From an optimization exercise on the open Yosys and OpenROAD flow, aimed at small area, a short achievable clock period and few clock cycles; shortcuts taken in it are not production practice. Only simulation tests tie the RTL to the original design; equivalence was not proved. No activity file was given, so power comes from the tool's default toggle rates.

[flow/run.sh]
#!/bin/bash
# The standard layout with two changes: ports are buffered with buf_2 cells,
# and clock tree synthesis adds no dummy loads and uses clkbuf_8 buffers.
set -euo pipefail
bash standard.sh \
	"BUFFER_PORTS_ARGS=-buffer_cell sky130_fd_sc_hd__buf_2" \
	"CTS_ARGS=-sink_clustering_enable -repair_clock_nets -dont_use_dummy_load -buf_list sky130_fd_sc_hd__clkbuf_8" \
	finish > standard.log 2>&1
[config.mk]
export PLATFORM = sky130hd
export DESIGN_NAME = tomasulo_core
export DESIGN_NICKNAME = tomasulo_core
export VERILOG_FILES = /design/flow/design.v
export SDC_FILE = /design/flow/constraint.sdc
export NUM_CORES = 4
export LEC_CHECK = 0
export CAP_MARGIN = 20
export CORE_MARGIN = 2
export CORE_UTILIZATION = 55
export SETUP_SLACK_MARGIN = 2.7
export SLEW_MARGIN = 20
export TNS_END_PERCENT = 5
[standard.sh]
#!/bin/bash
# synth_recipe.tcl (not shown) runs the flow's synth.tcl, then flattens the netlist and writes it again
# the make line also repeats each setting of config.mk as NAME=value (left out here)
make -C /OpenROAD-flow-scripts/flow DESIGN_CONFIG=/design/flow/config.mk WORK_HOME=/design/flow/orfs CLKGATE_MAP_FILE= SYNTH_SCRIPT=/design/flow/synth_recipe.tcl "${@:-finish}"
[constraint.sdc]
create_clock -name core_clock -period 5.0 [get_ports {clk}]
set_input_delay 1.0000 -clock core_clock [delete_from_list [all_inputs] [get_ports {clk}]]
set_output_delay 1.0000 -clock core_clock [all_outputs]
set_load 0.01 [all_outputs]
[design.v]
package lc3b_types;
typedef logic [15:0] lc3b_word;
typedef logic [2:0] lc3b_reg;
typedef enum logic [3:0] {
	op_br  = 4'b0000,
	op_add = 4'b0001,
	op_and = 4'b0101,
	op_ldr = 4'b0110,
	op_str = 4'b0111,
	op_not = 4'b1001,
	op_jmp = 4'b1100,
	op_shf = 4'b1101,
	op_lea = 4'b1110
} lc3b_opcode;
typedef enum logic [1:0] {
	fn_add = 2'b00,
	fn_and = 2'b01,
	fn_not = 2'b10
} alu_fn;
typedef union packed {
	struct packed {
		lc3b_opcode opcode;
		lc3b_reg dest;
		lc3b_reg sr1;
		logic imm;          
		logic [1:0] unused;
		lc3b_reg sr2;
	} reg_form;
	struct packed {
		lc3b_opcode opcode;
		lc3b_reg dest;
		lc3b_reg sr1;
		logic imm;
		logic [4:0] imm5;   
	} imm_form;
} lc3b_instr;
endpackage
module tomasulo_core #(parameter tag_width = 3)
(
	input logic clk,
	input logic reset,
	input logic [15:0] instr,
	input logic instr_is_new,
	input logic [15:0] curr_pc,
	output logic stall,
	output logic commit_valid,
	output logic [2:0] commit_reg,
	output logic [15:0] commit_value
);
assign stall = 1'b0;
logic [3:0] opcode;
logic [2:0] dr, sr1, sr2;
logic is_add, is_and, is_not, is_lea, writes;
assign opcode = instr[15:12];
assign dr = instr[11:9];
assign sr1 = instr[8:6];
assign sr2 = instr[2:0];
assign is_add = (opcode == 4'b0001);
assign is_and = (opcode == 4'b0101);
assign is_not = (opcode == 4'b1001);
assign is_lea = (opcode == 4'b1110);
assign writes = is_add | is_and | is_not | is_lea;
logic v2;
logic [2:0] d2;
logic f_and2, f_not2;
logic [15:0] a2, b2;
logic [15:0] res;
always_comb
begin
	if (f_and2)
		res = a2 & b2;
	else if (f_not2)
		res = ~a2;
	else
		res = a2 + b2;
end
logic [15:0] regs [8];
logic use_pc, use_imm;
logic [15:0] imm, early_a, early_b;
logic fwd_a, fwd_b;
assign use_pc = is_lea;
assign use_imm = is_lea | instr[5];
assign imm = is_lea ? {{6{instr[8]}}, instr[8:0], 1'b0} : {{11{instr[4]}}, instr[4:0]};
assign early_a = use_pc ? curr_pc :
	(commit_valid && commit_reg == sr1) ? commit_value : regs[sr1];
assign early_b = use_imm ? imm :
	(commit_valid && commit_reg == sr2) ? commit_value : regs[sr2];
assign fwd_a = v2 && d2 == sr1 && !use_pc;
assign fwd_b = v2 && d2 == sr2 && !use_imm;
logic [15:0] wdata;
assign wdata = reset ? 16'h0000 : commit_value;
always_ff @(posedge clk)
begin
	for (int i = 0; i < 8; i++)
		if (reset || (commit_valid && commit_reg == 3'(i)))
			regs[i] <= wdata;
end
always_ff @(posedge clk)
begin
	if (reset)
		v2 <= 1'b0;
	else
		v2 <= instr_is_new && writes;
	if (reset)
		commit_valid <= 1'b0;
	else
		commit_valid <= v2;
end
always_ff @(posedge clk)
begin
	d2 <= dr;
	f_and2 <= is_and;
	f_not2 <= is_not;
	a2 <= fwd_a ? res : early_a;
	b2 <= fwd_b ? res : early_b;
	commit_reg <= d2;
	commit_value <= res;
end
endmodule
==> results_dict.tcl, run 1 <==
set metrics [dict create \
    syn_to_final_growth_pct 8.877 \
    yosysTopAreaCellShare_pct 39.41 \
    syn_nets 945 \
    timing.critical_path.arrival_ps 2790 \
    number_of_antenna_violations_at_the_first_check_in_global_routing 0 \
    vias 7855 \
    netlist_area_before_placement_um2 9753 \
    first_global_vias 7433 \
    final_net_count 977 \
    setup_viol_count_final 0 \
    detail_route.iter0.violations 824 \
    synth_seq_area_share_pct 51.31 \
    row_count 48 \
    detailed_place_hpwl_mm 20.85 \
    cts_made_buffers 17 \
    finalHoldWorstSlack_ps 418.2 \
    dieWidth_um 137.2 \
    clock_tree.root_cell "sky130_fd_sc_hd__clkbuf_8" \
    clk_pin_slew_worst_paths_ps 100 \
    critPathMaxFanout 32 \
    peakVddDrop_mv 0.2125 \
    grt_usage_pct 32.33 \
    synth_common_cells "sky130_fd_sc_hd__edfxtp_1 (128), sky130_fd_sc_hd__nand2_1 (71), sky130_fd_sc_hd__a21oi_1 (67)" \
    worst_slew_margin_rel_pct 33.91 \
    routed_via_density 6.842 \
    place.port_buffers 54 \
    fp.dieArea_um2 18810 \
    fill_cells 1406 \
    timing_worst_setup_path_type "input pin to register" \
    timing.hold.worst.class "register to register" \
    grt_max_degree 39 \
    io-pin-count 56 \
    die_h_um 137.2 \
    clock_latency_late_sink_ps 460 \
    cts.sinks 186 \
    h-tree-depth 4 \
    n_antenna_cell 0 \
    status "finished clean" \
    ff_latch_area_um2 5006 \
    syn_area_per_cell_um2 10.92 \
    synthFlopType "sky130_fd_sc_hd__edfxtp_1" \
    flip_flop_count_of_the_largest_register_all_copies_and_words_added 128 \
    totalWireLength_mm 29.68 \
    synth_enable_flop_cells 128 \
    detail_route.drc_violations 0 \
    synth.area.top_cells "sky130_fd_sc_hd__edfxtp_1 (39%), sky130_fd_sc_hd__dfxtp_1 (12%), sky130_fd_sc_hd__mux2i_1 (3.7%), sky130_fd_sc_hd__a21oi_1 (3.4%), sky130_fd_sc_hd__o21ai_0 (2.8%)" \
    clock_skew_ps 35.15 \
    power_density_nw_per_um2 408.1 \
    share_of_post_route_cells_with_drive_strength_above_1_pct 19.50 \
    top_register "regs" \
    critPathRequiredTime_ps 5340 \
    power_total_mw 4.333 \
    timing.final.crit_share_pct 49.16 \
    leakagePower_nw 4.002 \
    globalRouteOverflowTotal 0 \
    fmax_mhz 406.8 \
    drtPass1Iterations 5 \
    multiInputGateArea_um2 4453 \
    finalCriticalPeriod_ps 2458 \
    start_util_pct 56.39 \
    worst_setup_path_end_kind "register" \
    ant_nets 0 \
    synthesis.instances 893 \
    maxCapViolCount 0 \
    grt_setup_unrepaired "true" \
    wire_per_inst_um 25.85 \
    setup_total_negative_slack_ps 0 \
    tritoncts "done" \
    number_of_buffers_between_clock_root_and_the_deepest_sink 2 \
    yosysTopAreaCell "sky130_fd_sc_hd__edfxtp_1" \
    yosys_register_bits 186 \
    finalHoldViolations 0 \
    fp.coreArea_um2 17300 \
    worstMarginPinSlew_ps 991.4 \
    async_reset_ff_share_pct 0 \
    finalMaxSlewViolations 0 \
    yosys_warnings 2 \
    place.gp.congestion 0.9362 \
    yosys.cell_count.top_type "sky130_fd_sc_hd__edfxtp_1" \
    wire_length_of_the_first_global_routing_pass_mm 44.50 \
    worst_setup_path_start_kind "input pin" \
    synth_cell_types 85 \
]
## layout make-up
| cell class | count | area share [%] |
|---|---|---|
| sequential | 186 | 47.14 |
| multi-input combinational | 614 | 41.93 |
| timing repair buffer | 77 | 4.937 |
| tap | 225 | 2.651 |
| clock buffer | 17 | 2.203 |
| inverter | 29 | 1.131 |
## path summary, 6_finish.rpt
path / from / to / slack [ps] / cells after the start
worst min-delay path: d2[0] / commit_reg[0] / 420 / 0
worst max-delay path: instr[6] / a2[13] / 2540 / 8
worst max register to register: a2[0] / b2[4] / 2660 / 8
worst min register to register: d2[0] / commit_reg[0] / 420 / 0
## worst max-delay path: stages
cell	delay, ps
sky130_fd_sc_hd__buf_6	230
sky130_fd_sc_hd__buf_12	260
sky130_fd_sc_hd__mux2i_1	260
sky130_fd_sc_hd__o22ai_1	110
sky130_fd_sc_hd__a22oi_1	310
sky130_fd_sc_hd__a211oi_1	190
sky130_fd_sc_hd__a211oi_1	340
sky130_fd_sc_hd__a211oi_2	70
## power by group
part | switching, mW | internal, mW | leakage (nW)
Combinational | 0.787 | 0.515 | 2.09
Sequential | 0.230 | 2.03 | 1.79
Clock | 0.468 | 0.301 | 0.122
Total | 1.48 | 2.85 | 4.00
## per-stage QoR
step                worst slack [ps]  std cells  instance area, µm²  util, %
floorplan                       2659        893                9826        -
global placement                1385       1117               10050    58.12
detailed placement              1357       1117               10050    58.12
CTS                             2612       1144               10520    60.82
global route                    2510       1148               10620    61.39
finish                          2542       1148               10620    61.39
## cells by family after synthesis
kind of cell,count (synthesis),synth area share [%]
AO/OA/AOI/OAI,295,21.17
XOR/XNOR,19,1.706
adder cells (fa/ha/maj),17,2.258
buffers and inverters,93,4.721
flip-flops,186,51.31
multiplexers,53,7.043
other,1,0.03845
AND/OR/NAND/NOR,229,11.75
## repair_timing
item                                   CTS  global route
buffers inserted                        10             4
setup endpoints to repair               36            34
resized for setup                       43            19
pin swaps                                5             9
endpoints found under the hold margin    0             0
hold buffers                             0             0
## routing by layer
metal | GRT usage [%] | routed length (µm) | vias to the layer above
li1 | - | - | 3466
met1 | 44.98 | 12390 | 3853
met2 | 50.80 | 13820 | 463
met3 | 6.185 | 2570 | 73
met4 | 11.51 | 904 | 0
met5 | 0 | 0 | -
## placed cells by master (no fill, tap or decap), drive strengths merged, types with 6 or more instances in the layout
cell / instances
clkbuf: 17
xnor2: 14
inv: 25
ha: 16
nor2b: 25
a22o: 6
o221ai: 14
mux2i: 36
nor3: 17
nor2: 53
mux4: 12
buf: 77
a21oi: 69
nand4: 8
a21o: 11
dfxtp: 58
edfxtp: 128
nand2: 72
a22oi: 13
o21a: 6
a31oi: 7
and3: 9
nand2b: 7
o211ai: 11
o22ai: 15
o21ai: 62
or3: 6
nand3: 16
a221oi: 19
a211oi: 22
o221a: 6
Testbench counts, summed over its fixed seeds: cycles 4,814.
==> inputs of run 2 (changes only) <==
--- a/config.mk
+++ b/config.mk
@@ -7,7 +7,7 @@
 export LEC_CHECK = 0
 export CAP_MARGIN = 20
 export CORE_MARGIN = 2
-export CORE_UTILIZATION = 55
+export CORE_UTILIZATION = 60
+export PLACE_DENSITY = 0.85
 export SETUP_SLACK_MARGIN = 2.7
 export SLEW_MARGIN = 20
-export TNS_END_PERCENT = 5
==> results_dict.tcl, run 2 <==
set metrics [dict create \
    worst_reg2reg_path_depth 9 \
    cts.sinks 186 \
    finalMaxSlewViolations 0 \
    place.port_buffers 54 \
    worstMarginPinSlew_ps 1105 \
    ff_latch_area_um2 5011 \
    detail_route.iter0.violations 1134 \
    grt_setup_unrepaired "true" \
    postCtsHoldBufs 0 \
    finalCriticalPeriod_ps 2320 \
    worst_setup_path_end_kind "register" \
    synth_mux_area_share_pct 7.043 \
    finalHoldWorstSlack_ps 433.9 \
    netlist_area_before_placement_um2 9753 \
    fp.dieArea_um2 17290 \
    yosysTopAreaCellShare_pct 39.41 \
    synth_cell_types 85 \
    vias 7877 \
    fmax_mhz 431.0 \
    synth_enable_flop_cells 128 \
    timing.critical_path.arrival_ps 2720 \
    synthFlopType "sky130_fd_sc_hd__edfxtp_1" \
    yosys_warnings 2 \
    met2WireLength_mm 13.59 \
    synthesis.instances 893 \
    met3_wire_length_mm 2.963 \
    fill_cells 1199 \
    number_of_antenna_violations_at_the_first_check_in_global_routing 1 \
    flip_flop_count_of_the_largest_register_all_copies_and_words_added 128 \
    worst_setup_path_start_kind "input pin" \
    holdPathStages 0 \
    placed_area_um2 10040 \
    ant_nets 0 \
    synth-compound-area-share_pct 21.17 \
    top_layer "met4" \
    cts_made_buffers 17 \
    clock_skew_ps 22.78 \
    die_h_um 131.5 \
    fp.coreArea_um2 15890 \
    final_critical_path_setup_slack_ps 2680 \
    start_util_pct 61.40 \
    synth_xor_xnor_area_share_pct 1.706 \
    syn_to_final_growth_pct 10.20 \
    grt_max_degree 36 \
    async_reset_ff_share_pct 0 \
    critPathMaxFanout 25 \
    dieWidth_um 131.5 \
    routed_via_density 6.873 \
    first_global_vias 7526 \
    yosys.cell_count.top_type "sky130_fd_sc_hd__edfxtp_1" \
    yosysTopAreaCell "sky130_fd_sc_hd__edfxtp_1" \
    setup_total_negative_slack_ps 0 \
    preCtsSetupSlack_ps 1491 \
    place.gp.congestion 0.9883 \
    status "finished clean" \
    io-pin-count 56 \
    timing.hold.worst.class "register to register" \
    synth_area_in_adders_pct 2.258 \
    drtPass1Iterations 6 \
    critPathRequiredTime_ps 5400 \
    final_net_count 984 \
    share_of_post_route_cells_with_drive_strength_above_1_pct 21.51 \
    h-tree-depth 4 \
    globalRouteOverflowTotal 0 \
    clk_pin_slew_worst_paths_ps 80 \
    top_register "regs" \
    detailed_place_hpwl_mm 18.97 \
    tritoncts "done" \
    peakVddDrop_mv 0.1866 \
    commonest_non_fill_non_tap_cell_in_the_layout "sky130_fd_sc_hd__edfxtp_1" \
    share_of_synthesized_cell_area_in_and_or_nand_and_nor_gates_pct 11.75 \
    clock_latency_late_sink_ps 480 \
    synth_common_cells "sky130_fd_sc_hd__edfxtp_1 (128), sky130_fd_sc_hd__nand2_1 (71), sky130_fd_sc_hd__a21oi_1 (67)" \
    row_count 46 \
    wire_per_inst_um 24.55 \
    number_of_buffers_between_clock_root_and_the_deepest_sink 2 \
    grt_usage_pct 31.94 \
    timing.final.crit_share_pct 46.40 \
    power_density_nw_per_um2 404.9 \
    multiInputGateArea_um2 4514 \
    largest_family_of_logic_cells_by_synthesized_area "compound AO/OA/AOI/OAI gates" \
    final_area_um2 10750 \
    synth_seq_area_share_pct 51.31 \
    path_cells "clkbuf_4, buf_8, nand2b_1, o22ai_1, nand2_1, a211oi_1, a211oi_1, nor3_1" \
    syn_area_per_cell_um2 10.92 \
    setup_viol_count_final 0 \
    clock_tree.root_cell "sky130_fd_sc_hd__clkbuf_8" \
    worst_path_max_delay_cell "sky130_fd_sc_hd__a211oi_1" \
    detail_route.drc_violations 0 \
    max_stage_delay_ps 440 \
    met1Wirelength_mm 10.42 \
    critPathMostFrequentCell "sky130_fd_sc_hd__a211oi_1" \
    maxCapViolCount 0 \
    finalHoldViolations 0 \
    worst_slew_margin_rel_pct 26.37 \
    layout.cells.most_common_list "sky130_fd_sc_hd__edfxtp_1 (128), sky130_fd_sc_hd__nand2_1 (67), sky130_fd_sc_hd__a21oi_1 (63), sky130_fd_sc_hd__dfxtp_1 (53), sky130_fd_sc_hd__o21ai_0 (52)" \
    wire_length_of_the_first_global_routing_pass_mm 42.60 \
    timing_worst_setup_path_type "input pin to register" \
    leakagePower_nw 4.080 \
    totalWireLength_mm 28.13 \
    n_antenna_cell 0 \
    syn_nets 945 \
    yosys_register_bits 186 \
    synth.area.top_cells "sky130_fd_sc_hd__edfxtp_1 (39%), sky130_fd_sc_hd__dfxtp_1 (12%), sky130_fd_sc_hd__mux2i_1 (3.7%), sky130_fd_sc_hd__a21oi_1 (3.4%), sky130_fd_sc_hd__o21ai_0 (2.8%)" \
]
[run 2: cell type report]
type                    count  area share (%)
clock buffers              17           2.177
inverters                  29           1.106
multi-input cells         615           42.00
flip-flops and latches    186           46.62
well taps                 216           2.515
repair buffers             83           5.576
[run 2: worst paths after layout]
kind	from	slack, ps	endpoint
worst max-delay path	instr[8]	2680	a2[1]
worst min-delay path	d2[2]	430	commit_reg[2]
worst max register to register	b2[0]	2710	a2[10]
worst min register to register	d2[2]	430	commit_reg[2]
[run 2: critical path: cells and delay by family]
kind                   cells  cell delay [ps]
AO/OA/AOI/OAI              3              730
buffers and inverters      2              440
AND/OR/NAND/NOR            3              530
[run 2: cells by family after synthesis]
| group | after synthesis |
|---|---|
| AND/OR/NAND/NOR | 229 |
| XOR/XNOR | 19 |
| buffers and inverters | 93 |
| multiplexers | 53 |
| adder cells (fa/ha/maj) | 17 |
| AO/OA/AOI/OAI | 295 |
| flip-flops | 186 |
| other | 1 |
[run 2: stage by stage]
| step | util (%) | power (mW) | cells |
|---|---|---|---|
| after CTS | 66.42 | 4.252 | 1143 |
| after global routing | 67.66 | 4.520 | 1146 |
| after global placement | 63.21 | 3.416 | 1107 |
| after floorplan | - | 3.046 | 893 |
| after detailed placement | 63.21 | 3.454 | 1107 |
| final | 67.66 | 4.352 | 1146 |
[run 2: repair_timing]
action / CTS / global route
pin swaps: 10 / 18
resized for setup: 38 / 42
setup buffers: 19 / 1
gates cloned: 0 / 2
endpoints found under the setup margin: 37 / 36
[run 2: power breakdown]
group / switching [mW] / internal [mW] / leakage (nW)
Combinational: 0.785 / 0.545 / 2.16
Sequential: 0.227 / 2.03 / 1.79
Clock: 0.461 / 0.300 / 0.122
[run 2: layer usage]
| metal | vias to the layer above | track usage [%] |
|---|---|---|
| met5 | - | 0 |
| met4 | 0 | 14.13 |
| met3 | 109 | 5.710 |
| met2 | 565 | 52.82 |
| met1 | 3727 | 41.35 |
| li1 | 3476 | - |
==> inputs of run 3 (changes only) <==
--- a/config.mk
+++ b/config.mk
@@ -7,7 +7,6 @@
 export LEC_CHECK = 0
 export CAP_MARGIN = 20
 export CORE_MARGIN = 2
-export CORE_UTILIZATION = 60
-export PLACE_DENSITY = 0.85
-export SETUP_SLACK_MARGIN = 2.7
+export CORE_UTILIZATION = 70
+export SETUP_SLACK_MARGIN = 2.9
 export SLEW_MARGIN = 20
==> results_dict.tcl, run 3 <==
set metrics [dict create \
    status "finished clean" \
    grt_setup_unrepaired "true" \
    totalWireLength_mm 29.38 \
    worst_setup_path_start_kind "register" \
    holdPathEnd "commit_reg[2]" \
    layout.cells.non_filler 1132 \
    worst_setup_path_end_kind "register" \
    worstMarginPinSlew_ps 761.9 \
    synth_cell_types 85 \
    holdPathStages 0 \
    critPathMostFrequentCell "sky130_fd_sc_hd__o21ai_2" \
    p_comb_share_pct 32.4 \
    wire_per_inst_um 25.96 \
    setup_viol_count_final 0 \
    row_count 43 \
    grt_usage_pct 38.72 \
    yosys.cell_count.top_type "sky130_fd_sc_hd__edfxtp_1" \
    cts_made_buffers 17 \
    clk_pwr_share_pct 17.0 \
    synth_common_cells "sky130_fd_sc_hd__edfxtp_1 (128), sky130_fd_sc_hd__nand2_1 (71), sky130_fd_sc_hd__a21oi_1 (67)" \
    number_of_buffers_between_clock_root_and_the_deepest_sink 2 \
    first_global_vias 7513 \
    ant_nets 0 \
    worst_slew_margin_rel_pct 49.21 \
    tritoncts "done" \
    layout.cells.most_common_list "sky130_fd_sc_hd__edfxtp_1 (128), sky130_fd_sc_hd__nand2_1 (66), sky130_fd_sc_hd__a21oi_1 (61), sky130_fd_sc_hd__nor2_1 (48), sky130_fd_sc_hd__buf_2 (48)" \
    timing.final.crit_share_pct 45.45 \
    place.port_buffers 54 \
    timing.hold.worst.class "register to register" \
    placed_area_um2 10050 \
    synth_enable_flop_cells 128 \
    h-tree-depth 4 \
    cp_num_buf_inv 0 \
    worst_path_max_delay_cell "sky130_fd_sc_hd__fa_2" \
    syn_nets 945 \
    p_seq_share_pct 50.6 \
    synth.area.top_cells "sky130_fd_sc_hd__edfxtp_1 (39%), sky130_fd_sc_hd__dfxtp_1 (12%), sky130_fd_sc_hd__mux2i_1 (3.7%), sky130_fd_sc_hd__a21oi_1 (3.4%), sky130_fd_sc_hd__o21ai_0 (2.8%)" \
    netlist_area_before_placement_um2 9753 \
    multiInputGateArea_um2 4711 \
    timing_worst_setup_path_type "register to register" \
    sw_frac_of_total_pct 34.04 \
    timing.critical_path.arrival_ps 2670 \
    async_reset_ff_share_pct 0 \
    fp.dieArea_um2 14890 \
    critPathRequiredTime_ps 5400 \
    vias 8174 \
    fill_cells 815 \
    final_net_count 1006 \
    synthesis.instances 893 \
    dieWidth_um 122.0 \
    clk_pin_slew_worst_paths_ps 90 \
    io-pin-count 56 \
    yosys_register_bits 186 \
    top_register "regs" \
    yosysTopAreaCellShare_pct 39.41 \
    power_density_nw_per_um2 400.1 \
    path_cells "ha_4, fa_2, a211oi_4, o21ai_2, a41oi_2, xnor2_2, o21ai_2, o21ai_2, o221a_1" \
    synthFlopType "sky130_fd_sc_hd__edfxtp_1" \
    final_util_pct 81.89 \
    leakagePower_nw 4.288 \
    drtPass1Iterations 6 \
    finalCriticalPeriod_ps 2273 \
    fp.coreArea_um2 13720 \
    finalHoldViolations 0 \
    worst_reg2reg_path_depth 9 \
    number_of_antenna_violations_at_the_first_check_in_global_routing 0 \
    synth_seq_area_share_pct 51.31 \
    internal_power_mw 2.965 \
    ff_latch_area_um2 5022 \
    dpl.cell_count 1069 \
    grt_max_degree 39 \
    holdCritStartpoint "d2[2]" \
    place.gp.congestion 0.9573 \
    finalMaxSlewViolations 0 \
    commonest_non_fill_non_tap_cell_in_the_layout "sky130_fd_sc_hd__edfxtp_1" \
    critPathMaxFanout 3 \
    r2r-end "a2[10]" \
    detailed_place_hpwl_mm 18.94 \
    clock_latency_late_sink_ps 480 \
    flip_flop_count_of_the_largest_register_all_copies_and_words_added 128 \
    cts.sinks 186 \
    clock_tree.root_cell "sky130_fd_sc_hd__clkbuf_8" \
    yosysTopAreaCell "sky130_fd_sc_hd__edfxtp_1" \
    syn_area_per_cell_um2 10.92 \
    r2r_slack_ps 2730 \
    yosys_warnings 2 \
    maxCapViolCount 0 \
    final_area_um2 11230 \
    clock_skew_ps 28.27 \
    wire_length_of_the_first_global_routing_pass_mm 42.79 \
    globalRouteOverflowTotal 0 \
    n_antenna_cell 0 \
    critPathTopFamily "compound AO/OA/AOI/OAI gates" \
    routed_via_density 7.221 \
    total_switching_power_mw 1.530 \
    detail_route.drc_violations 0 \
    syn_to_final_growth_pct 15.19 \
    peakVddDrop_mv 0.2594 \
    die_h_um 122.0 \
    rr_startpoint "b2[0]" \
    share_of_post_route_cells_with_drive_strength_above_1_pct 27.42 \
    setup_total_negative_slack_ps 0 \
    fmax_mhz 440.0 \
    start_util_pct 71.09 \
    detail_route.iter0.violations 1333 \
    max_stage_delay_ps 420 \
]
run 3: changes by cell type in the layout (fill, tap and decap cells not counted), sizes merged:
cell / delta
clkbuf: -1
buf: +21
bufbuf: +2
run 3: worst max-delay path by stage:
stage	slack, ps	cells after the start	start	end
after floorplan	2660	8	instr[0]	b2[7]
after global placement	1710	6	instr[6]	a2[14]
after detailed placement	1640	6	instr[6]	a2[13]
after CTS	2740	9	b2[0]	a2[10]
after global routing	2660	9	b2[0]	a2[10]
final	2730	9	b2[0]	a2[10]
run 3: logic make-up (layout without fill, tap and decap cells):
| kind of cell | after synthesis | after routing | share of synthesized area [%] |
|---|---|---|---|
| AOI/OAI and AO/OA | 295 | 295 | 21.17 |
| xor gates and xnor gates | 19 | 19 | 1.706 |
| adders and majority gates | 17 | 17 | 2.258 |
| buffers and inverters | 93 | 151 | 4.721 |
| DFF | 186 | 186 | 51.31 |
| muxes | 53 | 53 | 7.043 |
| other | 1 | 1 | 0.03845 |
| and+or+nand+nor | 229 | 230 | 11.75 |
run 3: layout make-up:
class                   count  area share, %
flip-flops and latches    186          44.70
multi-input cells         615          41.93
repair buffers            105          8.152
clock buffers              17          2.083
well taps                 180          2.005
inverters                  29          1.125
run 3: power by group through the flow:
stage               combinational, mW  sequential (mW)  clock (mW)
floorplan                       0.843             2.22           0
global placement                 1.15             2.27           0
detailed placement               1.18             2.28           0
CTS                              1.34             2.25       0.749
global route                     1.54             2.29       0.805
finish                           1.46             2.27       0.764
run 3: repair_timing:
item | 4_1_cts | 5_1_grt
gates resized for setup | 89 | 39
gates cloned | 2 | 2
hold buffers | 0 | 0
setup buffers | 20 | 22
pin swaps | 32 | 28
endpoints found under the setup margin | 91 | 44
run 3: metrics by stage:
stage                     power, mW  setup WS (ps)  hold WS [ps]
after floorplan               3.063           2660         396.2
after global placement        3.415           1714         406.1
after detailed placement      3.463           1639         405.1
after CTS                     4.340           2737         408.3
after global routing          4.641           2661         432.8
final                         4.495           2727         428.7
run 3: routing by layer:
| layer | track usage [%] | vias up | part of all wire (%) |
|---|---|---|---|
| li1 | - | 3537 | - |
| met1 | 51.24 | 3882 | 37 |
| met2 | 61.49 | 640 | 47 |
| met3 | 8.193 | 115 | 11 |
| met4 | 18.39 | 0 | 4.6 |
| met5 | 0 | - | 0 |
==> inputs of run 4 (changes only) <==
--- a/config.mk
+++ b/config.mk
@@ -7,6 +7,7 @@
 export LEC_CHECK = 0
 export CAP_MARGIN = 20
 export CORE_MARGIN = 2
-export CORE_UTILIZATION = 70
-export SETUP_SLACK_MARGIN = 2.9
+export CORE_UTILIZATION = 65
+export SETUP_SLACK_MARGIN = 2.8
 export SLEW_MARGIN = 20
+export TNS_END_PERCENT = 50
==> results_dict.tcl, run 4 <==
set metrics [dict create \
    yosys_register_bits 186 \
    share_of_post_route_cells_with_drive_strength_above_1_pct 25.32 \
    routed_via_density 7.193 \
    status "finished clean" \
    worst_setup_path_end_kind "register" \
    grt_usage_pct 35.53 \
    dieWidth_um 126.5 \
    synth_mux_area_share_pct 7.043 \
    worstMarginPinSlew_ps 1020 \
    h-tree-depth 4 \
    synth_enable_flop_cells 128 \
    wire_length_of_the_first_global_routing_pass_mm 43.48 \
    synth_seq_area_share_pct 51.31 \
    number_of_buffers_between_clock_root_and_the_deepest_sink 2 \
    multiInputGateArea_um2 4668 \
    share_of_synthesized_cell_area_in_and_or_nand_and_nor_gates_pct 11.75 \
    commonest_non_fill_non_tap_cell_in_the_layout "sky130_fd_sc_hd__edfxtp_1" \
    synth.area.top_cells "sky130_fd_sc_hd__edfxtp_1 (39%), sky130_fd_sc_hd__dfxtp_1 (12%), sky130_fd_sc_hd__mux2i_1 (3.7%), sky130_fd_sc_hd__a21oi_1 (3.4%), sky130_fd_sc_hd__o21ai_0 (2.8%)" \
    yosys_warnings 2 \
    detail_route.iter0.violations 992 \
    place.gp.congestion 0.9692 \
    start_util_pct 66.85 \
    die_h_um 126.5 \
    finalMaxSlewViolations 0 \
    syn_nets 945 \
    fp.coreArea_um2 14590 \
    fp.dieArea_um2 16000 \
    dpl.cell_count 1074 \
    largest_family_of_logic_cells_by_synthesized_area "compound AO/OA/AOI/OAI gates" \
    synthFlopType "sky130_fd_sc_hd__edfxtp_1" \
    grt_setup_unrepaired "true" \
    globalRouteOverflowTotal 0 \
    timing_worst_setup_path_type "register to register" \
    peakVddDrop_mv 0.3352 \
    setup_viol_count_final 0 \
    worst_slew_margin_rel_pct 31.98 \
    tritoncts "done" \
    row_count 44 \
    clock_latency_late_sink_ps 470 \
    yosysTopAreaCell "sky130_fd_sc_hd__edfxtp_1" \
    clock_skew_ps 25.01 \
    number_of_antenna_violations_at_the_first_check_in_global_routing 2 \
    finalCriticalPeriod_ps 2284 \
    synth-compound-area-share_pct 21.17 \
    timing.final.crit_share_pct 45.68 \
    totalWireLength_mm 28.94 \
    cts_made_buffers 17 \
    detailed_place_hpwl_mm 19.09 \
    preCtsSetupSlack_ps 1523 \
    ant_nets 0 \
    setup_total_negative_slack_ps 0 \
    final_critical_path_setup_slack_ps 2716 \
    drtPass1Iterations 6 \
    grt_max_degree 39 \
    r2r_slack_ps 2720 \
    wire_per_inst_um 25.72 \
    synth_xor_xnor_area_share_pct 1.706 \
    maxCapViolCount 0 \
    first_global_vias 7608 \
    clock_tree.root_cell "sky130_fd_sc_hd__clkbuf_8" \
    fmax_mhz 437.8 \
    critPathRequiredTime_ps 5400 \
    place.port_buffers 54 \
    top_register "regs" \
    async_reset_ff_share_pct 0 \
    layout.cells.non_filler 1125 \
    synth_common_cells "sky130_fd_sc_hd__edfxtp_1 (128), sky130_fd_sc_hd__nand2_1 (71), sky130_fd_sc_hd__a21oi_1 (67)" \
    flip_flop_count_of_the_largest_register_all_copies_and_words_added 128 \
    finalHoldViolations 0 \
    holdPathStages 0 \
    yosysTopAreaCellShare_pct 39.41 \
    ff_latch_area_um2 5017 \
    power_density_nw_per_um2 400.4 \
    cts.sinks 186 \
    clk_pin_slew_worst_paths_ps 90 \
    vias 8092 \
    worst_reg2reg_path_depth 9 \
    timing.hold.worst.class "register to register" \
    timing.critical_path.arrival_ps 2680 \
    yosys.cell_count.top_type "sky130_fd_sc_hd__edfxtp_1" \
    io-pin-count 56 \
    synth_area_in_adders_pct 2.258 \
    postCtsHoldBufs 0 \
    detail_route.drc_violations 0 \
    worst_setup_path_start_kind "register" \
    layout.cells.most_common_list "sky130_fd_sc_hd__edfxtp_1 (128), sky130_fd_sc_hd__nand2_1 (66), sky130_fd_sc_hd__a21oi_1 (61), sky130_fd_sc_hd__o21ai_0 (50), sky130_fd_sc_hd__dfxtp_1 (50)" \
    syn_area_per_cell_um2 10.92 \
    fill_cells 986 \
    final_net_count 994 \
    synthesis.instances 893 \
    syn_to_final_growth_pct 13.33 \
    leakagePower_nw 4.206 \
    critPathMaxFanout 3 \
    synth_cell_types 85 \
    netlist_area_before_placement_um2 9753 \
]
[run 4: kinds of logic (layout without fill, tap and decap cells)]
kind of cell / Yosys count / count (layout)
AOI/OAI and AO/OA: 295 / 295
xor gates and xnor gates: 19 / 19
adders and majority gates: 17 / 17
buffers and inverters: 93 / 140
DFF: 186 / 186
muxes: 53 / 53
other: 1 / 2
and+or+nand+nor: 229 / 229
[run 4: worst paths after layout]
path	startpoint	endpoint
hold / removal	d2[2]	commit_reg[2]
setup reg to reg	a2[0]	a2[6]
hold reg to reg	d2[2]	commit_reg[2]
setup / recovery	a2[0]	a2[6]
[run 4: metal layers]
layer | GRT usage, % | wire (µm) | part of all wire (%)
met1 | 48.67 | 10970 | 38
met2 | 54.83 | 13440 | 46
met3 | 6.790 | 3156 | 11
met4 | 17.52 | 1369 | 4.7
met5 | 0 | 0 | 0
[run 4: timing repair]
action | in CTS | in global routing
pin swaps | 26 | 12
buffers inserted | 18 | 13
cloned | 1 | 1
endpoints found under the setup margin | 40 | 81
resized for setup | 70 | 52
[run 4: through the flow]
| stage | hold slack (ps) | power (mW) | cell area, µm² | util, % |
|---|---|---|---|---|
| after CTS | 418.4 | 4.289 | 10710 | 73.40 |
| after global placement | 402.5 | 3.428 | 10030 | 68.73 |
| final | 418.3 | 4.425 | 11050 | 75.76 |
| after global routing | 430.7 | 4.591 | 11050 | 75.75 |
| after detailed placement | 408.2 | 3.464 | 10030 | 68.73 |
| after floorplan | 396.2 | 3.055 | 9921 | - |
[run 4: final cells by class]
cell class | count | share of cell area, %
sequential | 186 | 45.39
tap | 184 | 2.083
inverter | 29 | 1.087
timing repair buffer | 94 | 7.064
antenna | 1 | 0.02264
multi-input combinational | 614 | 42.23
clock buffer | 17 | 2.117
[run 4: where the power goes]
group | switching, mW | total [mW] | internal, mW
Clock | 0.458 | 0.759 | 0.301
Sequential | 0.237 | 2.27 | 2.03
Combinational | 0.815 | 1.40 | 0.580
[run 4: critical path: stages (launching register included)]
cell	delay, ps
sky130_fd_sc_hd__dfxtp_2	340
sky130_fd_sc_hd__ha_4	160
sky130_fd_sc_hd__fa_2	440
sky130_fd_sc_hd__a211oi_4	290
sky130_fd_sc_hd__o21bai_1	120
sky130_fd_sc_hd__a21oi_2	250
sky130_fd_sc_hd__xor2_1	110
sky130_fd_sc_hd__o211ai_1	210
sky130_fd_sc_hd__o21ai_2	130
sky130_fd_sc_hd__o211ai_1	170
==> inputs of run 5 (changes only) <==
--- a/config.mk
+++ b/config.mk
@@ -7,7 +7,6 @@
 export LEC_CHECK = 0
 export CAP_MARGIN = 20
 export CORE_MARGIN = 2
-export CORE_UTILIZATION = 65
-export SETUP_SLACK_MARGIN = 2.8
+export CORE_UTILIZATION = 75
+export SETUP_SLACK_MARGIN = 2.7
 export SLEW_MARGIN = 20
-export TNS_END_PERCENT = 50
==> results_dict.tcl, run 5 <==
set metrics [dict create \
    yosys_register_bits 186 \
    io-pin-count 56 \
    yosysTopAreaCellShare_pct 39.41 \
    detailed_place_hpwl_mm 20.59 \
    row_count 41 \
    place.gp.congestion 0.9770 \
    h-tree-depth 4 \
    place.port_buffers 54 \
    yosysTopAreaCell "sky130_fd_sc_hd__edfxtp_1" \
    worstEndpointType "register data pin" \
    status "stopped before the end" \
    cts.sinks 186 \
    synth_seq_area_share_pct 51.31 \
    async_reset_ff_share_pct 0 \
    synth_cell_types 85 \
    placed_area_um2 10000 \
    number_of_antenna_violations_at_the_first_check_in_global_routing 0 \
    number_of_buffers_between_clock_root_and_the_deepest_sink 2 \
    flow.first_error "[ERROR DPL-0033] detailed placement checks failed during check placement." \
    start_util_pct 76.97 \
    die_h_um 118.0 \
    yosys_warnings 2 \
    grt_worst_setup_endpoint "b2[14]$_DFF_P_/D" \
    stop_stage "global routing (5_1_grt)" \
    synth.area.top_cells "sky130_fd_sc_hd__edfxtp_1 (39%), sky130_fd_sc_hd__dfxtp_1 (12%), sky130_fd_sc_hd__mux2i_1 (3.7%), sky130_fd_sc_hd__a21oi_1 (3.4%), sky130_fd_sc_hd__o21ai_0 (2.8%)" \
    syn_nets 945 \
    synth_enable_flop_cells 128 \
    dieWidth_um 118.0 \
    cts_made_buffers 17 \
    clock_tree.root_cell "sky130_fd_sc_hd__clkbuf_8" \
    grt_max_degree 39 \
    yosys.cell_count.top_type "sky130_fd_sc_hd__edfxtp_1" \
    synth_common_cells "sky130_fd_sc_hd__edfxtp_1 (128), sky130_fd_sc_hd__nand2_1 (71), sky130_fd_sc_hd__a21oi_1 (67)" \
    synthesis.instances 893 \
    syn_area_per_cell_um2 10.92 \
    netlist_area_before_placement_um2 9753 \
    synthFlopType "sky130_fd_sc_hd__edfxtp_1" \
]
-- run 5: what timing repair did --
action                                  in CTS
endpoints found under the setup margin      36
resized for setup                           53
pin swaps                                   13
buffers inserted                            13
hold buffers                                 0
-- run 5: power by group through the flow --
stage	logic [mW]	registers, mW	clock network (mW)
floorplan	0.828	2.22	0
global placement	1.15	2.26	0
detailed placement	1.20	2.28	0
CTS	1.29	2.27	0.753
-- run 5: how the worst max path moves through the flow --
stage	end	from
4_1_cts	a2[14]	instr[7]
2_1_floorplan	b2[7]	instr[0]
3_3_place_gp	a2[14]	instr[8]
3_5_place_dp	a2[7]	instr[7]
-- run 5: kinds of logic after synthesis --
kind of cell,synth area share [%]
buffers and inverters,4.721
multiplexers,7.043
other,0.03845
XOR/XNOR,1.706
AND/OR/NAND/NOR,11.75
AO/OA/AOI/OAI,21.17
flip-flops,51.31
adder cells (fa/ha/maj),2.258
-- run 5: metrics by stage --
step | std cells | setup slack, ps | power (mW) | hold slack, ps
2_1_floorplan | 893 | 2659 | 3.046 | 395.5
3_3_place_gp | 1065 | 1693 | 3.406 | 403.4
3_5_place_dp | 1065 | 1599 | 3.480 | 415.3
4_1_cts | 1095 | 2640 | 4.306 | 415.1
==> inputs of run 6 (changes only) <==
--- a/config.mk
+++ b/config.mk
@@ -7,6 +7,6 @@
 export LEC_CHECK = 0
 export CAP_MARGIN = 20
 export CORE_MARGIN = 2
-export CORE_UTILIZATION = 75
+export CORE_UTILIZATION = 70
 export SETUP_SLACK_MARGIN = 2.7
 export SLEW_MARGIN = 20
==> results_dict.tcl, run 6 <==
set metrics [dict create \
    globalRouteOverflowTotal 0 \
    clock_tree.root_cell "sky130_fd_sc_hd__clkbuf_8" \
    synth.area.top_cells "sky130_fd_sc_hd__edfxtp_1 (39%), sky130_fd_sc_hd__dfxtp_1 (12%), sky130_fd_sc_hd__mux2i_1 (3.7%), sky130_fd_sc_hd__a21oi_1 (3.4%), sky130_fd_sc_hd__o21ai_0 (2.8%)" \
    fmax_mhz 434.3 \
    start_util_pct 71.09 \
    io-pin-count 56 \
    worst_setup_path_start_kind "input pin" \
    maxCapViolCount 0 \
    path_cells "buf_6, buf_16, nand2b_1, nor2_1, a211oi_1, a21oi_2, nor3_1, a211oi_1, a21oi_1" \
    yosysTopAreaCell "sky130_fd_sc_hd__edfxtp_1" \
    timing_worst_setup_path_type "input pin to register" \
    worst_slew_margin_rel_pct 34.73 \
    peakVddDrop_mv 0.2402 \
    synth_common_cells "sky130_fd_sc_hd__edfxtp_1 (128), sky130_fd_sc_hd__nand2_1 (71), sky130_fd_sc_hd__a21oi_1 (67)" \
    critPathMostFrequentCell "sky130_fd_sc_hd__a211oi_1" \
    share_of_post_route_cells_with_drive_strength_above_1_pct 21.74 \
    status "finished clean" \
    routed_via_density 7.277 \
    clock_latency_late_sink_ps 470 \
    placed_area_um2 9973 \
    timing.critical_path.arrival_ps 2650 \
    wire_length_of_the_first_global_routing_pass_mm 42.19 \
    layout.cells.most_common_list "sky130_fd_sc_hd__edfxtp_1 (128), sky130_fd_sc_hd__nand2_1 (66), sky130_fd_sc_hd__a21oi_1 (60), sky130_fd_sc_hd__dfxtp_1 (53), sky130_fd_sc_hd__o21ai_0 (52)" \
    power_density_nw_per_um2 408.1 \
    die_h_um 122.0 \
    synthesis.instances 893 \
    worstMarginPinSlew_ps 979.0 \
    ant_nets 0 \
    fp.dieArea_um2 14890 \
    n_antenna_cell 0 \
    wire_per_inst_um 25.75 \
    number_of_antenna_violations_at_the_first_check_in_global_routing 0 \
    synth_enable_flop_cells 128 \
    first_global_vias 7413 \
    layout.cells.non_filler 1109 \
    max_stage_delay_ps 270 \
    detailed_place_hpwl_mm 18.86 \
    postCtsHoldBufs 0 \
    finalHoldViolations 0 \
    cp_num_buf_inv 2 \
    critPathRequiredTime_ps 5340 \
    h-tree-depth 4 \
    syn_to_final_growth_pct 10.25 \
    tritoncts "done" \
    synth_seq_area_share_pct 51.31 \
    cts.sinks 186 \
    yosys.cell_count.top_type "sky130_fd_sc_hd__edfxtp_1" \
    timing.hold.worst.class "register to register" \
    final_net_count 983 \
    flip_flop_count_of_the_largest_register_all_copies_and_words_added 128 \
    fp.coreArea_um2 13720 \
    timing.final.crit_share_pct 46.05 \
    critical_path_depth 9 \
    grt_max_degree 54 \
    syn_nets 945 \
    dieWidth_um 122.0 \
    finalHoldWorstSlack_ps 430.2 \
    cts_made_buffers 17 \
    final_area_um2 10750 \
    finalCriticalPeriod_ps 2303 \
    vias 8070 \
    synth_cell_types 85 \
    finalMaxSlewViolations 0 \
    clock_skew_ps 30.04 \
    netlist_area_before_placement_um2 9753 \
    clk_pin_slew_worst_paths_ps 100 \
    place.gp.congestion 0.9472 \
    detail_route.drc_violations 0 \
    critPathMaxFanout 17 \
    worst_reg2reg_path_depth 9 \
    worst_path_max_delay_cell "sky130_fd_sc_hd__a211oi_1" \
    leakagePower_nw 4.062 \
    grt_setup_unrepaired "true" \
    critPathTopFamily "compound AO/OA/AOI/OAI gates" \
    grt_usage_pct 38.24 \
    worst_setup_path_end_kind "register" \
    row_count 43 \
    number_of_buffers_between_clock_root_and_the_deepest_sink 2 \
    detail_route.iter0.violations 1150 \
    drtPass1Iterations 10 \
    totalWireLength_mm 28.56 \
    setup_total_negative_slack_ps 0 \
    top_register "regs" \
    yosys_register_bits 186 \
    power_total_mw 4.388 \
    yosys_warnings 2 \
    place.port_buffers 54 \
    synthFlopType "sky130_fd_sc_hd__edfxtp_1" \
    commonest_non_fill_non_tap_cell_in_the_layout "sky130_fd_sc_hd__edfxtp_1" \
    holdPathStages 0 \
    yosysTopAreaCellShare_pct 39.41 \
    dpl.cell_count 1068 \
    syn_area_per_cell_um2 10.92 \
    setup_viol_count_final 0 \
    async_reset_ff_share_pct 0 \
]
==> run 6: cell counts after synthesis <==
Identical to the previous run, type by type.
==> run 6: stage by stage <==
stage / util [%] / worst slack [ps]
3_3_place_gp: 72.69 / 1489
3_5_place_dp: 72.69 / 1384
5_1_grt: 78.38 / 2583
6_report: 78.38 / 2697
2_1_floorplan: - / 2659
4_1_cts: 76.67 / 2640
==> run 6: worst paths after layout <==
check	slack, ps	from	endpoint
setup / recovery	2700	instr[0]	b2[13]
hold / removal	430	d2[2]	commit_reg[2]
setup reg to reg	2700	a2[0]	a2[10]
hold reg to reg	430	d2[2]	commit_reg[2]
==> run 6: report_power, final <==
group / leakage, nW / total (mW) / internal (mW) / switching, mW
registers: 1.79 / 2.27 / 2.03 / 0.237
logic: 2.15 / 1.36 / 0.566 / 0.798
clock network: 0.122 / 0.753 / 0.301 / 0.453
total: 4.06 / 4.39 / 2.90 / 1.49
==> run 6: routing by layer <==
layer,share of wire [%],track usage (%),vias up
li1,-,-,3468
met1,37,50.81,3861
met2,47,61.10,623
met3,12,9.036,118
met4,4.3,15.52,0
met5,0,0,-
==> run 6: area by class of cell <==
cell class | count | area (µm²)
Clock buffer | 17 | 234.0
Fill cell | 880 | 2967
Inverter | 29 | 126.4
Multi-Input combinational cell | 614 | 4519
Sequential cell | 186 | 5014
Tap cell | 180 | 225.2
Timing Repair Buffer | 83 | 634.4
==> run 6: kinds of logic (layout without fill, tap and decap cells) <==
kind of cell,count (synthesis),count (layout),share of synthesized area [%]
AOI/OAI and AO/OA,295,295,21.17
and+or+nand+nor,229,229,11.75
DFF,186,186,51.31
buffers and inverters,93,129,4.721
muxes,53,53,7.043
xor gates and xnor gates,19,19,1.706
adders and majority gates,17,17,2.258
other,1,1,0.03845
==> run 6: worst register-to-register path, delay by kind of cell (launching register included) <==
kind / cells / cell delay [ps]
compound gates: 6 / 1120
xor+xnor: 1 / 170
fa+ha+maj: 2 / 610
flops: 1 / 350
==> run 6: what timing repair did <==
item | 4_1_cts | 5_1_grt
setup endpoints to repair | 36 | 34
gates cloned | 0 | 1
setup buffers | 17 | 6
pin swaps | 15 | 12
gates resized for setup | 48 | 41
==> inputs of run 7 (changes only) <==
--- a/config.mk
+++ b/config.mk
@@ -8,5 +8,6 @@
 export CAP_MARGIN = 20
 export CORE_MARGIN = 2
 export CORE_UTILIZATION = 70
-export SETUP_SLACK_MARGIN = 2.7
+export SETUP_SLACK_MARGIN = 2.8
 export SLEW_MARGIN = 20
+export TNS_END_PERCENT = 30
==> results_dict.tcl, run 7 <==
set metrics [dict create \
    status "finished clean" \
    worst_setup_path_start_kind "register" \
    fp.dieArea_um2 14890 \
    r2r_slack_ps 2700 \
    worst_slew_margin_rel_pct 32.65 \
    io-pin-count 56 \
    synth_cell_types 85 \
    max_stage_delay_ps 420 \
    grt_usage_pct 39.76 \
    n_antenna_cell 0 \
    clock_skew_ps 24.14 \
    detail_route.drc_violations 0 \
    totalWireLength_mm 29.03 \
    dpl.cell_count 1069 \
    layout.cells.most_common_list "sky130_fd_sc_hd__edfxtp_1 (128), sky130_fd_sc_hd__nand2_1 (66), sky130_fd_sc_hd__a21oi_1 (64), sky130_fd_sc_hd__dfxtp_1 (52), sky130_fd_sc_hd__nor2_1 (49)" \
    first_global_vias 7815 \
    wire_length_of_the_first_global_routing_pass_mm 43.83 \
    timing.hold.worst.class "register to register" \
    fp.coreArea_um2 13720 \
    syn_nets 945 \
    worst_setup_path_end_kind "register" \
    setup_total_negative_slack_ps 0 \
    drtPass1Iterations 6 \
    synth_common_cells "sky130_fd_sc_hd__edfxtp_1 (128), sky130_fd_sc_hd__nand2_1 (71), sky130_fd_sc_hd__a21oi_1 (67)" \
    synth.area.top_cells "sky130_fd_sc_hd__edfxtp_1 (39%), sky130_fd_sc_hd__dfxtp_1 (12%), sky130_fd_sc_hd__mux2i_1 (3.7%), sky130_fd_sc_hd__a21oi_1 (3.4%), sky130_fd_sc_hd__o21ai_0 (2.8%)" \
    leakagePower_nw 4.134 \
    commonest_non_fill_non_tap_cell_in_the_layout "sky130_fd_sc_hd__edfxtp_1" \
    die_h_um 122.0 \
    syn_to_final_growth_pct 11.89 \
    final_net_count 990 \
    yosysTopAreaCellShare_pct 39.41 \
    flip_flop_count_of_the_largest_register_all_copies_and_words_added 128 \
    yosys.cell_count.top_type "sky130_fd_sc_hd__edfxtp_1" \
    clock_latency_late_sink_ps 470 \
    dieWidth_um 122.0 \
    async_reset_ff_share_pct 0 \
    cts.sinks 186 \
    power_total_mw 4.417 \
    synthesis.instances 893 \
    timing.critical_path.arrival_ps 2710 \
    maxCapViolCount 0 \
    yosysTopAreaCell "sky130_fd_sc_hd__edfxtp_1" \
    timing.final.crit_share_pct 46.06 \
    synth_enable_flop_cells 128 \
    detail_route.iter0.violations 1362 \
    number_of_antenna_violations_at_the_first_check_in_global_routing 0 \
    worst_path_max_delay_cell "sky130_fd_sc_hd__fa_2" \
    number_of_buffers_between_clock_root_and_the_deepest_sink 2 \
    synthFlopType "sky130_fd_sc_hd__edfxtp_1" \
    vias 8159 \
    finalHoldViolations 0 \
    grt_max_degree 42 \
    postCtsHoldBufs 0 \
    layout.cells.non_filler 1116 \
    yosys_warnings 2 \
    yosys_register_bits 186 \
    fill_cells 844 \
    netlist_area_before_placement_um2 9753 \
    critPathMaxFanout 3 \
    start_util_pct 71.09 \
    cts_made_buffers 17 \
    share_of_post_route_cells_with_drive_strength_above_1_pct 24.25 \
    clk_pin_slew_worst_paths_ps 90 \
    power_density_nw_per_um2 404.7 \
    routed_via_density 7.311 \
    globalRouteOverflowTotal 0 \
    detailed_place_hpwl_mm 19.45 \
    path_cells "ha_4, fa_2, a211oi_4, nor2_1, or3_4, a2bb2oi_4, buf_6, o22ai_1, nor2_1" \
    ant_nets 0 \
    syn_area_per_cell_um2 10.92 \
    grt_setup_unrepaired "true" \
    critPathTopFamily "compound AO/OA/AOI/OAI gates" \
    finalCriticalPeriod_ps 2303 \
    tritoncts "done" \
    setup_viol_count_final 0 \
    h-tree-depth 4 \
    row_count 43 \
    place.gp.congestion 0.9663 \
    peakVddDrop_mv 0.2913 \
    clock_tree.root_cell "sky130_fd_sc_hd__clkbuf_8" \
    wire_per_inst_um 26.01 \
    top_register "regs" \
    synth_seq_area_share_pct 51.31 \
    fmax_mhz 434.3 \
    finalMaxSlewViolations 0 \
    cp_num_buf_inv 1 \
    critPathRequiredTime_ps 5410 \
    place.port_buffers 54 \
    worstMarginPinSlew_ps 1010 \
    timing_worst_setup_path_type "register to register" \
    critPathMostFrequentCell "sky130_fd_sc_hd__nor2_1" \
]
run 7: final cells by class:
type / count / area, µm² / area share [%]
clock buffer: 17 / 234.0 / 2.144
inverter: 29 / 125.1 / 1.147
multi-input combinational: 614 / 4646 / 42.57
tap: 180 / 225.2 / 2.064
timing repair buffer: 90 / 668.1 / 6.122
sequential: 186 / 5015 / 45.95
run 7: report_power, final:
part | internal, mW | switching [mW]
clock | 0.300 | 0.442
sequential | 2.03 | 0.239
combinational | 0.580 | 0.821
total | 2.92 | 1.50
run 7: logic make-up (layout without fill, tap and decap cells):
group	count (synthesis)	in the layout	share of synthesized area, %
fa+ha+maj	17	17	2.258
buf+inv	93	136	4.721
mux	53	53	7.043
other cells	1	1	0.03845
xor+xnor	19	19	1.706
flops	186	186	51.31
compound gates	295	295	21.17
simple gates	229	229	11.75
run 7: routing by layer:
| layer | global-route usage, % | up-vias | wire (µm) |
|---|---|---|---|
| met4 | 17.53 | 0 | 1179 |
| met3 | 8.474 | 119 | 3159 |
| met1 | 53.02 | 3878 | 10730 |
| met5 | 0 | - | 0 |
| met2 | 63.34 | 665 | 13960 |
| li1 | - | 3497 | - |
run 7: repair_timing:
action	CTS	global route
setup endpoints to repair	39	54
gates cloned	1	0
buffers inserted	20	9
gates resized for setup	61	47
pin swaps	21	22
run 7: final timing paths:
check / cells after the start / end / start
max: 9 / a2[4] / a2[0]
min: 0 / commit_reg[2] / d2[2]
max reg2reg: 9 / a2[4] / a2[0]
min reg2reg: 0 / commit_reg[2] / d2[2]
run 7: per-stage QoR:
| stage | utilization, % | hold slack [ps] | area (µm²) | setup slack, ps |
|---|---|---|---|---|
| after floorplan | - | 396.2 | 9916 | 2659 |
| after global placement | 73.00 | 416.1 | 10010 | 1552 |
| after detailed placement | 73.00 | 429.5 | 10010 | 1430 |
| after CTS | 77.70 | 440.3 | 10660 | 2699 |
| after global routing | 79.54 | 452.0 | 10910 | 2650 |
| final | 79.54 | 436.9 | 10910 | 2697 |
==> inputs of run 8 (changes only) <==
==> config.mk (replaced) <==
export PLATFORM = sky130hd
export DESIGN_NAME = tomasulo_core
export DESIGN_NICKNAME = tomasulo_core
export VERILOG_FILES = /design/flow/design.v
export SDC_FILE = /design/flow/constraint.sdc
export NUM_CORES = 4
export LEC_CHECK = 0
export CAP_MARGIN = 5
export CORE_MARGIN = 2
export CORE_UTILIZATION = 70
export SETUP_SLACK_MARGIN = 2.7
export SLEW_MARGIN = 5
==> results_dict.tcl, run 8 <==
set metrics [dict create \
    synth_cell_types 85 \
    detail_route.iter0.violations 1150 \
    tritoncts "done" \
    final_area_um2 10750 \
    peakVddDrop_mv 0.2402 \
    clk_pin_slew_worst_paths_ps 100 \
    async_reset_ff_share_pct 0 \
    wire_per_inst_um 25.75 \
    place.gp.congestion 0.9472 \
    place.port_buffers 54 \
    fp.coreArea_um2 13720 \
    cts_made_buffers 17 \
    finalMaxSlewViolations 0 \
    sw_frac_of_total_pct 33.90 \
    commonest_non_fill_non_tap_cell_in_the_layout "sky130_fd_sc_hd__edfxtp_1" \
    yosysTopAreaCell "sky130_fd_sc_hd__edfxtp_1" \
    leakagePower_nw 4.062 \
    start_util_pct 71.09 \
    timing_worst_setup_path_type "input pin to register" \
    n_antenna_cell 0 \
    ant_nets 0 \
    h-tree-depth 4 \
    grt_usage_pct 38.24 \
    layout.cells.most_common_list "sky130_fd_sc_hd__edfxtp_1 (128), sky130_fd_sc_hd__nand2_1 (66), sky130_fd_sc_hd__a21oi_1 (60), sky130_fd_sc_hd__dfxtp_1 (53), sky130_fd_sc_hd__o21ai_0 (52)" \
    p_seq_share_pct 51.8 \
    globalRouteOverflowTotal 0 \
    worst_setup_path_start_kind "input pin" \
    netlist_area_before_placement_um2 9753 \
    maxCapViolCount 0 \
    syn_to_final_growth_pct 10.25 \
    power_density_nw_per_um2 408.1 \
    clock_skew_ps 30.04 \
    clock_tree.root_cell "sky130_fd_sc_hd__clkbuf_8" \
    yosys.cell_count.top_type "sky130_fd_sc_hd__edfxtp_1" \
    finalHoldViolations 0 \
    totalWireLength_mm 28.56 \
    setup_viol_count_final 0 \
    worstMarginPinSlew_ps 979.0 \
    wire_length_of_the_first_global_routing_pass_mm 42.19 \
    top_register "regs" \
    timing.hold.worst.class "register to register" \
    critPathRequiredTime_ps 5340 \
    routed_via_density 7.277 \
    clock_latency_late_sink_ps 470 \
    yosys_warnings 2 \
    first_global_vias 7413 \
    final_critical_path_setup_slack_ps 2697 \
    yosysTopAreaCellShare_pct 39.41 \
    status "finished clean" \
    detailed_place_hpwl_mm 18.86 \
    final_net_count 983 \
    synth.area.top_cells "sky130_fd_sc_hd__edfxtp_1 (39%), sky130_fd_sc_hd__dfxtp_1 (12%), sky130_fd_sc_hd__mux2i_1 (3.7%), sky130_fd_sc_hd__a21oi_1 (3.4%), sky130_fd_sc_hd__o21ai_0 (2.8%)" \
    syn_nets 945 \
    timing.critical_path.arrival_ps 2650 \
    critPathMaxFanout 17 \
    fmax_mhz 434.3 \
    flip_flop_count_of_the_largest_register_all_copies_and_words_added 128 \
    finalHoldWorstSlack_ps 430.2 \
    grt_setup_unrepaired "true" \
    vias 8070 \
    synth_enable_flop_cells 128 \
    drtPass1Iterations 10 \
    setup_total_negative_slack_ps 0 \
    die_h_um 122.0 \
    synth_common_cells "sky130_fd_sc_hd__edfxtp_1 (128), sky130_fd_sc_hd__nand2_1 (71), sky130_fd_sc_hd__a21oi_1 (67)" \
    number_of_buffers_between_clock_root_and_the_deepest_sink 2 \
    p_comb_share_pct 31.1 \
    dpl.cell_count 1068 \
    syn_area_per_cell_um2 10.92 \
    total_switching_power_mw 1.488 \
    timing.final.crit_share_pct 46.05 \
    number_of_antenna_violations_at_the_first_check_in_global_routing 0 \
    yosys_register_bits 186 \
    worst_setup_path_end_kind "register" \
    internal_power_mw 2.900 \
    row_count 43 \
    worst_slew_margin_rel_pct 34.73 \
    preCtsSetupSlack_ps 1384 \
    detail_route.drc_violations 0 \
    layout.cells.non_filler 1109 \
    dieWidth_um 122.0 \
    synthesis.instances 893 \
    cts.sinks 186 \
    fp.dieArea_um2 14890 \
    grt_max_degree 54 \
    share_of_post_route_cells_with_drive_strength_above_1_pct 21.74 \
    synthFlopType "sky130_fd_sc_hd__edfxtp_1" \
    clk_pwr_share_pct 17.2 \
    finalCriticalPeriod_ps 2303 \
    synth_seq_area_share_pct 51.31 \
    placed_area_um2 9973 \
    io-pin-count 56 \
    postCtsHoldBufs 0 \
    fill_cells 880 \
]
## run 8: cell counts after synthesis
Identical to the previous run, type by type.
## run 8: metrics by stage
step           util, %  power, mW
2_1_floorplan        -      3.046
3_3_place_gp     72.69      3.403
3_5_place_dp     72.69      3.453
4_1_cts          76.67      4.251
5_1_grt          78.38      4.545
6_report         78.38      4.388
## run 8: power by group through the flow
stage / Combinational, mW / Clock [mW] / Sequential [mW]
after global placement: 1.14 / 0 / 2.26
final: 1.36 / 0.753 / 2.27
after floorplan: 0.828 / 0 / 2.22
after detailed placement: 1.18 / 0 / 2.28
after CTS: 1.26 / 0.745 / 2.24
after global routing: 1.45 / 0.803 / 2.29
## run 8: logic make-up (layout without fill, tap and decap cells)
family / after synthesis / after routing / share of synthesized area [%]
AO/OA/AOI/OAI: 295 / 295 / 21.17
AND/OR/NAND/NOR: 229 / 229 / 11.75
flip-flops: 186 / 186 / 51.31
buffers and inverters: 93 / 129 / 4.721
multiplexers: 53 / 53 / 7.043
XOR/XNOR: 19 / 19 / 1.706
adder cells (fa/ha/maj): 17 / 17 / 2.258
other: 1 / 1 / 0.03845
## run 8: metal layers
metal / GRT usage (%) / vias up / routed length, µm
met1: 50.81 / 3861 / 10520
met4: 15.52 / 0 / 1216
met5: 0 / - / 0
li1: - / 3468 / -
met3: 9.036 / 118 / 3323
met2: 61.10 / 623 / 13500
## run 8: worst max-delay path, cell delays in order
cell and delay (ps):
sky130_fd_sc_hd__buf_6 240, sky130_fd_sc_hd__buf_16 200, sky130_fd_sc_hd__nand2b_1 240, sky130_fd_sc_hd__nor2_1 190
sky130_fd_sc_hd__a211oi_1 80, sky130_fd_sc_hd__a21oi_2 230, sky130_fd_sc_hd__nor3_1 90, sky130_fd_sc_hd__a211oi_1 270
sky130_fd_sc_hd__a21oi_1 80
## run 8: worst paths after layout
check	from	to	slack [ps]	cells past startpoint
setup / recovery	instr[0]	b2[13]	2700	9
hold / removal	d2[2]	commit_reg[2]	430	0
setup reg to reg	a2[0]	a2[10]	2700	9
hold reg to reg	d2[2]	commit_reg[2]	430	0
## run 8: cell type report
cell class	count	area (µm²)	area share [%]
Sequential cell	186	5014	46.63
Multi-Input combinational cell	614	4519	42.03
Tap cell	180	225.2	2.094
Timing Repair Buffer	83	634.4	5.899
Clock buffer	17	234.0	2.176
Inverter	29	126.4	1.175
## run 8: what timing repair did
action	in CTS	in global routing
gates cloned	0	1
setup buffers	17	6
endpoints found under the setup margin	36	34
pin swaps	15	12
gates resized for setup	48	41
==> inputs of run 9 (changes only) <==
--- a/config.mk
+++ b/config.mk
@@ -5,8 +5,9 @@
 export SDC_FILE = /design/flow/constraint.sdc
 export NUM_CORES = 4
 export LEC_CHECK = 0
-export CAP_MARGIN = 5
+export ABC_AREA = 1
+export CAP_MARGIN = 20
 export CORE_MARGIN = 2
 export CORE_UTILIZATION = 70
 export SETUP_SLACK_MARGIN = 2.7
-export SLEW_MARGIN = 5
+export SLEW_MARGIN = 20
==> results_dict.tcl, run 9 <==
set metrics [dict create \
    status "finished clean" \
    critPathMostFrequentCell "sky130_fd_sc_hd__nand2_1" \
    place.gp.congestion 1.043 \
    clock_skew_ps 32.95 \
    yosysTopAreaCell "sky130_fd_sc_hd__edfxtp_1" \
    flip_flop_count_of_the_largest_register_all_copies_and_words_added 128 \
    die_h_um 123.0 \
    synth_common_cells "sky130_fd_sc_hd__nand2_1 (322), sky130_fd_sc_hd__nor2_1 (190), sky130_fd_sc_hd__inv_1 (176)" \
    worst_reg2reg_path_depth 7 \
    max_stage_delay_ps 230 \
    detail_route.drc_violations 0 \
    detailed_place_hpwl_mm 20.68 \
    async_reset_ff_share_pct 0 \
    postCtsHoldBufs 0 \
    netlist_area_before_placement_um2 9916 \
    share_of_post_route_cells_with_drive_strength_above_1_pct 11.89 \
    finalCriticalPeriod_ps 2274 \
    path_cells "clkbuf_4, inv_2, nand3_4, clkinvlp_4, buf_4, nand2_1, o21ai_0, nor2_1, nand4_1, nand3_1, nand2_1, nand2_1, nand2_1" \
    layout.cells.most_common_list "sky130_fd_sc_hd__nand2_1 (317), sky130_fd_sc_hd__nor2_1 (189), sky130_fd_sc_hd__inv_1 (172), sky130_fd_sc_hd__edfxtp_1 (128), sky130_fd_sc_hd__nand3_1 (60)" \
    synthesis.instances 1250 \
    synth_cell_types 47 \
    worst_setup_path_start_kind "input pin" \
    yosys.cell_count.top_type "sky130_fd_sc_hd__nand2_1" \
    yosysTopAreaCellShare_pct 38.76 \
    finalHoldViolations 0 \
    grt_setup_unrepaired "true" \
    final_net_count 1366 \
    top_register "regs" \
    vias 9021 \
    crit_end "b2[9]" \
    dieWidth_um 123.0 \
    synth.area.top_cells "sky130_fd_sc_hd__edfxtp_1 (39%), sky130_fd_sc_hd__nand2_1 (12%), sky130_fd_sc_hd__dfxtp_1 (12%), sky130_fd_sc_hd__nor2_1 (7.2%), sky130_fd_sc_hd__inv_1 (6.7%)" \
    totalWireLength_mm 28.99 \
    cp_num_buf_inv 4 \
    critPathMaxFanout 8 \
    clock_latency_late_sink_ps 470 \
    n_antenna_cell 0 \
    routed_via_density 6.046 \
    io-pin-count 56 \
    grt_usage_pct 38.73 \
    globalRouteOverflowTotal 0 \
    clk_pin_slew_worst_paths_ps 80 \
    power_density_nw_per_um2 378.1 \
    first_global_vias 8198 \
    grt_max_degree 33 \
    cts.sinks 186 \
    worst_slew_margin_rel_pct 53.21 \
    timing.hold.worst.class "register to register" \
    leakagePower_nw 4.968 \
    timing_worst_setup_path_type "input pin to register" \
    finalMaxSlewViolations 0 \
    timing.final.crit_share_pct 45.48 \
    startpoint "instr[1]" \
    timing.critical_path.arrival_ps 2630 \
    wire_per_inst_um 19.43 \
    synthFlopType "sky130_fd_sc_hd__edfxtp_1" \
    place.port_buffers 54 \
    fmax_mhz 439.8 \
    worst_path_max_delay_cell "sky130_fd_sc_hd__clkinvlp_4" \
    holdPathStages 0 \
    setup_total_negative_slack_ps 0 \
    power_total_mw 4.072 \
    setup_viol_count_final 0 \
    r2r-end "a2[2]" \
    maxCapViolCount 0 \
    synth_enable_flop_cells 128 \
    critPathRequiredTime_ps 5350 \
    syn_nets 1302 \
    syn_to_final_growth_pct 8.618 \
    worst_setup_path_end_kind "register" \
    row_count 43 \
    worstMarginPinSlew_ps 694.4 \
    yosys_warnings 2 \
    holdCritStartpoint "d2[1]" \
    detail_route.iter0.violations 1414 \
    tritoncts "done" \
    peakVddDrop_mv 0.2776 \
    drtPass1Iterations 6 \
    number_of_buffers_between_clock_root_and_the_deepest_sink 2 \
    start_util_pct 71.44 \
    syn_area_per_cell_um2 7.933 \
    r2r_slack_ps 2870 \
    fp.dieArea_um2 15130 \
    synth_seq_area_share_pct 50.47 \
    commonest_non_fill_non_tap_cell_in_the_layout "sky130_fd_sc_hd__nand2_1" \
    clock_tree.root_cell "sky130_fd_sc_hd__clkbuf_8" \
    ant_nets 0 \
    critPathTopFamily "simple AND/OR/NAND/NOR gates" \
    h-tree-depth 4 \
    rr_startpoint "f_not2" \
    yosys_register_bits 186 \
    fp.coreArea_um2 13880 \
    critical_path_depth 13 \
    wire_length_of_the_first_global_routing_pass_mm 43.07 \
    number_of_antenna_violations_at_the_first_check_in_global_routing 0 \
    fill_cells 1034 \
    cts_made_buffers 17 \
]
[run 9: cell types whose count changed in the layout (fill, tap and decap cells not counted), moves of 16 or more]
cell                       before  now
sky130_fd_sc_hd__nor2b_1       23    0
sky130_fd_sc_hd__o22ai_1       15   41
sky130_fd_sc_hd__mux2i_1       36    1
sky130_fd_sc_hd__nand3_1       14   60
sky130_fd_sc_hd__nor2_1        51  189
sky130_fd_sc_hd__a21oi_1       60   44
sky130_fd_sc_hd__nand2_1       66  317
sky130_fd_sc_hd__a221oi_1      17    0
sky130_fd_sc_hd__inv_1         23  172
[run 9: through the flow]
stage / cell area, µm² / util (%) / cells / hold WS, ps / setup slack [ps]
6_report: 10770 / 77.59 / 1492 / 403.3 / 2726
5_1_grt: 10770 / 77.59 / 1492 / 413.2 / 2683
4_1_cts: 10520 / 75.76 / 1474 / 403.9 / 2707
3_5_place_dp: 10230 / 73.70 / 1454 / 395.5 / 2028
3_3_place_gp: 10230 / 73.70 / 1454 / 395.8 / 2017
2_1_floorplan: 9916 / - / 1250 / 363.8 / 2667
[run 9: timing repair]
action	CTS	global route
pin swaps	1	3
setup endpoints to repair	25	24
cloned	0	2
resized for setup	9	29
buffers inserted	3	16
hold endpoints to repair	0	0
[run 9: report_power, final]
part | switching [mW] | internal, mW | total, mW
Sequential | 0.184 | 2.02 | 2.20
Combinational | 0.781 | 0.344 | 1.12
Clock | 0.447 | 0.301 | 0.747
[run 9: area by class of cell]
cell class	count	area (µm²)	area share, %
well taps	180	225.2	2.091
flip-flops and latches	186	5005	46.47
repair inverters	1	7.507	0.06970
multi-input cells	834	4055	37.65
clock buffers	17	234.0	2.172
repair buffers	82	488.0	4.531
inverters	192	755.7	7.017
[run 9: logic make-up (layout without fill, tap and decap cells)]
logic type | count (synthesis) | after routing | synth area share [%]
buffers and inverters | 231 | 292 | 9.855
other | 1 | 1 | 0.03782
multiplexers | 1 | 1 | 0.1010
adder cells (fa/ha/maj) | 17 | 17 | 2.221
XOR/XNOR | 5 | 5 | 0.4417
AO/OA/AOI/OAI | 167 | 167 | 9.489
flip-flops | 186 | 186 | 50.47
AND/OR/NAND/NOR | 642 | 643 | 27.38
[run 9: worst min-delay path by stage]
stage | end | slack, ps
final | commit_reg[1] | 400
after global routing | commit_reg[1] | 410
after CTS | commit_reg[1] | 400
after detailed placement | commit_reg[1] | 400
after global placement | commit_reg[2] | 400
after floorplan | commit_reg[1] | 360
[run 9: metal layers]
metal  share of wire [%]  wire length (µm)  global-route usage (%)  up-vias
met5                   0                 0                       0        -
met3                  12              3531                   9.548      149
met4                 5.5              1592                   20.38        0
li1                    -                 -                       -     4161
met2                  45             13100                   59.94      649
met1                  37             10760                   50.78     4062

Check on run 9: ideal ports give 2.726 ns setup slack; a clkbuf_16 on the clock port and buf_2 on the inputs give 2.731 ns; moving port delays by the midpoint clock arrival (0.495 ns) as well gives 2.235 ns.
